Context: an optimization exercise on an open-source flow, tuned for small area, a short achievable clock period and few clock cycles. The choices shown serve that exercise and are no tape-out recipe.
In this exercise RTL edits were held to simulation tests only and were not proved equivalent to the original.
Power and IR drop assume default switching activity.

Setup of red:
==> flow/design.v (excerpt) <==
module mm_system #(
  parameter int max_dim = 10
) (
  input  logic          arm_clk,
  input  logic          rst,
  input  logic          start,
  input  mm_pkg::dim_t  dim_m,
  input  mm_pkg::dim_t  dim_n,
  input  mm_pkg::dim_t  dim_p,
  input  logic          fm_valid,
  input  mm_pkg::word_t fm_word,
  input  logic          wm_valid,
  input  mm_pkg::word_t wm_word,
  output logic          res_valid,
  output mm_pkg::acc_t  res_data,
  output logic          done
);
  logic       busy, issuing, all_w;
  logic [1:0] fq, wq, qm_last, qp_last;
  logic [9:0] mask, i_oh, j_oh, m_oh, p_oh, fcol, wrow;
  logic       go, w_row_last, w_first_last, w_last, j_last, i_last, issue_last;
  logic       act, ok, byp, jg0, jg1, jg2, wq0, wq1, wq2;
  logic       v1, l1;
  logic       v2, l2;
  logic       v3, l3;
  assign go           = start & (~busy | done);
  assign w_row_last   = busy & ~all_w & wrow[9];
  assign w_first_last = w_row_last & wm_valid & (wq == 2'd0);
  assign w_last       = w_row_last & wm_valid & (wq == qp_last);
  assign j_last       = |(j_oh & p_oh);
  assign i_last       = |(i_oh & m_oh);
  assign jg0 = |j_oh[3:0];
  assign jg1 = |j_oh[7:4];
  assign jg2 = |j_oh[9:8];
  assign wq0 = (wq == 2'd0);
  ...
clock: 10.0 ns
lec_check: 0
cap_margin: 20
core_margin: 2
core_utilization: 40
slew_margin: 20
synth_hierarchical: 1
synth_minimum_keep_size: 0
standard.sh (not shown) runs the stock make flow with config.mk's settings and CLKGATE_MAP_FILE= SYNTH_SCRIPT=/design/flow/synth_recipe.tcl, a recipe that flattens the netlist after the stock synthesis.
==> flow/flow/run.sh <==
#!/bin/bash
set -euo pipefail
bash standard.sh SETUP_SLACK_MARGIN=6.5 CTS_CLUSTER_SIZE=25 CTS_CLUSTER_DIAMETER=80 \
  "BUFFER_PORTS_ARGS=-buffer_cell sky130_fd_sc_hd__buf_2" finish > standard.log 2>&1
Testbench counts of red, summed over its fixed seeds: cycles 6,110.
What blue does differently from red at the input level:
==> flow/flow/run.sh <==
#!/bin/bash
set -euo pipefail
bash standard.sh SETUP_SLACK_MARGIN=6.5 CTS_CLUSTER_SIZE=25 CTS_CLUSTER_DIAMETER=80 finish > standard.log 2>&1
==> run summary <==
- The measured slew at the worst slew-check pin of blue is lower than that of red.
- red -> blue: non-clock buffer count increased by more than a quarter
- Status: clock tree skew after final layout parity (red, blue)
- [compare] base=red new=blue: power density over the cells neither gained nor lost much, starting DRC count in detailed routing saw an increase, met2 wirelength from detailed routing down 1.0%.
- Cmp blue vs red: minimum setup slack in the final design higher in blue
## Diff of input files: green against blue
==> flow/flow/run.sh <==
#!/bin/bash
set -euo pipefail
bash standard.sh SETUP_SLACK_MARGIN=6.6 CTS_CLUSTER_SIZE=25 CTS_CLUSTER_DIAMETER=80 \
  "BUFFER_PORTS_ARGS=-buffer_cell sky130_fd_sc_hd__buf_2" finish > standard.log 2>&1
Notes after the runs:
- Re number of clock buffers in the layout: green is 13 up on blue.
- green completed every stage of the flow, and the final layout passed the timing, DRC and antenna checks.
- Diff blue..green | multiplexer area fraction after synthesis | negligible
- Delta(final cycle utilization of the critical path, green - blue) < 0
- Looking at green and blue, the clock skew is a wash.
- Delta (green minus blue): relative contribution of the clock network to total power shows a reduction of 0.3 points, final instance area shows a reduction of about 0.7%, initial antenna violation count shows an increase of 2, final cell count shows a reduction of 38.
- Lower areal power density over the cells goes to green over blue.

* * *

Another version of the RTL of mm_system (not shown whole).
For scale: roughly 2,100 flip-flops, ~85,000 um2 of cells after synthesis.
==> flow/config.mk <==
export PLATFORM = sky130hd
export DESIGN_NAME = mm_system
export DESIGN_NICKNAME = mm_system
export VERILOG_FILES = /design/flow/design.v
export SDC_FILE = /design/flow/constraint.sdc
export NUM_CORES = 4
export LEC_CHECK = 0
export CAP_MARGIN = 20
export CORE_MARGIN = 2
export CORE_UTILIZATION = 40
export SLEW_MARGIN = 20
export SYNTH_HIERARCHICAL = 1
export SYNTH_MINIMUM_KEEP_SIZE = 0
==> flow/constraint.sdc <==
create_clock -name core_clock -period 10.0 [get_ports {arm_clk}]
set_input_delay 2.0000 -clock core_clock [delete_from_list [all_inputs] [get_ports {arm_clk}]]
set_output_delay 2.0000 -clock core_clock [all_outputs]
set_load 0.01 [all_outputs]
==> flow/flow/run.sh <==
#!/bin/bash
set -euo pipefail
bash standard.sh SETUP_SLACK_MARGIN=6.7 CTS_CLUSTER_SIZE=25 CTS_CLUSTER_DIAMETER=80 \
  "BUFFER_PORTS_ARGS=-buffer_cell sky130_fd_sc_hd__buf_2" finish > standard.log 2>&1
The first run completed without violations.
Testbench counts at the start, summed over its fixed seeds: cycles 6,110.
Then changed:
==> flow/flow/run.sh (replaced) <==
#!/bin/bash
set -euo pipefail
bash standard.sh SETUP_SLACK_MARGIN=6.6 CTS_CLUSTER_SIZE=25 CTS_CLUSTER_DIAMETER=80 \
  "BUFFER_PORTS_ARGS=-buffer_cell sky130_fd_sc_hd__buf_2" finish > standard.log 2>&1
Outcome: The new run completed with no timing, DRC or antenna violations. Final cell count barely changes. Clock power hardly moves. Power hardly moves. Die area is unchanged. Sequential cell count does not change. Maximum frequency goes down by 2.0%. Core utilization hardly moves.
Then changed:
==> flow/flow/run.sh (replaced) <==
#!/bin/bash
set -euo pipefail
bash standard.sh SETUP_SLACK_MARGIN=6.6 CTS_CLUSTER_SIZE=30 CTS_CLUSTER_DIAMETER=100 \
  "BUFFER_PORTS_ARGS=-buffer_cell sky130_fd_sc_hd__buf_2" finish > standard.log 2>&1
Result: The new run ran to the end with no violations; sequential power is about the same; synthesized area is unchanged; hold slack barely changes; clock skew grows by 14 ps; power shrinks by 3.3%; setup slack improved by 17 ps.

* * *

== the reference run ==
mm_system, a different RTL version from the one above (not shown whole).
Size: ~5400 cells after synthesis, ~2100 flip-flops, about 150 I/O pins, about 87000 um^2 of cells after synthesis.
==> flow/config.mk <==
export PLATFORM = sky130hd
export DESIGN_NAME = mm_system
export DESIGN_NICKNAME = mm_system
export VERILOG_FILES = /design/flow/design.v
export SDC_FILE = /design/flow/constraint.sdc
export NUM_CORES = 4
export LEC_CHECK = 0
export CAP_MARGIN = 20
export CORE_MARGIN = 2
export CORE_UTILIZATION = 40
export SLEW_MARGIN = 20
==> flow/constraint.sdc <==
create_clock -name core_clock -period 10.0 [get_ports {arm_clk}]
set_input_delay 2.0000 -clock core_clock [delete_from_list [all_inputs] [get_ports {arm_clk}]]
set_output_delay 2.0000 -clock core_clock [all_outputs]
set_load 0.01 [all_outputs]
run.sh (not shown) runs the stock make flow with config.mk's settings and CLKGATE_MAP_FILE= SYNTH_SCRIPT=/design/flow/synth_recipe.tcl, a recipe that flattens the netlist after the stock synthesis.
Stock flow here: none of the scripts above is used.
The reference run closes out successfully: all stages finished, all timing, DRC and antenna checks passed.
Testbench counts of the reference run, summed over its fixed seeds: cycles 6,206.
#### Input delta (the trial run over the reference run)
==> flow/flow/run.sh (new file) <==
#!/bin/bash
set -euo pipefail
bash standard.sh SETUP_SLACK_MARGIN=6.5 finish > standard.log 2>&1
==> flow/standard.sh (new file) <==
#!/bin/bash
# synth_recipe.tcl (not shown) runs the flow's synth.tcl, then flattens the netlist and writes it again
# the make line also repeats each setting of config.mk as NAME=value (left out here)
make -C /OpenROAD-flow-scripts/flow DESIGN_CONFIG=/design/flow/config.mk WORK_HOME=/design/flow/orfs CLKGATE_MAP_FILE= SYNTH_SCRIPT=/design/flow/synth_recipe.tcl "${@:-finish}"
removed: flow/run.sh
Findings:
Diff the reference run..the trial run | number of flip-flops and latches | unchanged. Of the two values seen for cell type of the slowest stage on the worst timing path, fa_2 was produced by the trial run and and2_4 by the reference run. Depth of the most critical reg-to-reg path (higher): the reference run. Compared with the reference run, total combinational power in the trial run increased by a few percent. Summary of the trial run over the reference run: fraction of final layout cells sized beyond drive strength 1 went up 2.2 points, non-clock buffer count saw an increase.

what the ideal ports hide:
No port has a modelled driver above. Below, the same layouts with a new extraction and two added sets of constraints. Step 1 sets driving cells, clkbuf_16 on the clock port and buf_2 on the other inputs (assumed; they add their load-dependent delay and slew). Step 2 times the ports against the registers' clock, not the clock port: input delays grow and output delays shrink by t, the midpoint of the rising clock arrivals with the driver on. Slacks: ideal / step 1 / step 2; pairs: ideal / step 1.
| run | t (ns) | slack for setup (ns) | worst setup path at the end | clock arrival spread, ns |
|---|---|---|---|---|
| red | 0.833 | 6.507 / 6.507 / 5.835 | input to register | 0.036 / 0.037 |
| blue | 0.846 | 6.515 / 6.431 / 5.818 | input to register | 0.039 / 0.038 |
| green | 0.833 | 6.605 / 6.574 / 5.978 | input to register | 0.037 / 0.037 |
| the first run of note 2 | 0.873 | 6.652 / 6.561 / 6.079 | input to register | 0.039 / 0.039 |
| the second run of note 2 | 0.865 | 6.584 / 6.580 / 5.947 | input to register | 0.058 / 0.058 |
| the third run of note 2 | 0.836 | 6.602 / 6.602 / 5.937 | input to register | 0.077 / 0.077 |
| the reference run | 0.913 | 5.520 / 5.562 / 4.649 | input to register | 0.048 / 0.049 |
| the trial run | 0.911 | 6.489 / 6.424 / 5.649 | input to register | 0.049 / 0.048 |
After both steps setup and hold are still met in every run listed. The setup slack of the reference run, which loses most, moves by +0.042 ns with the drivers and by -0.871 ns with both steps.
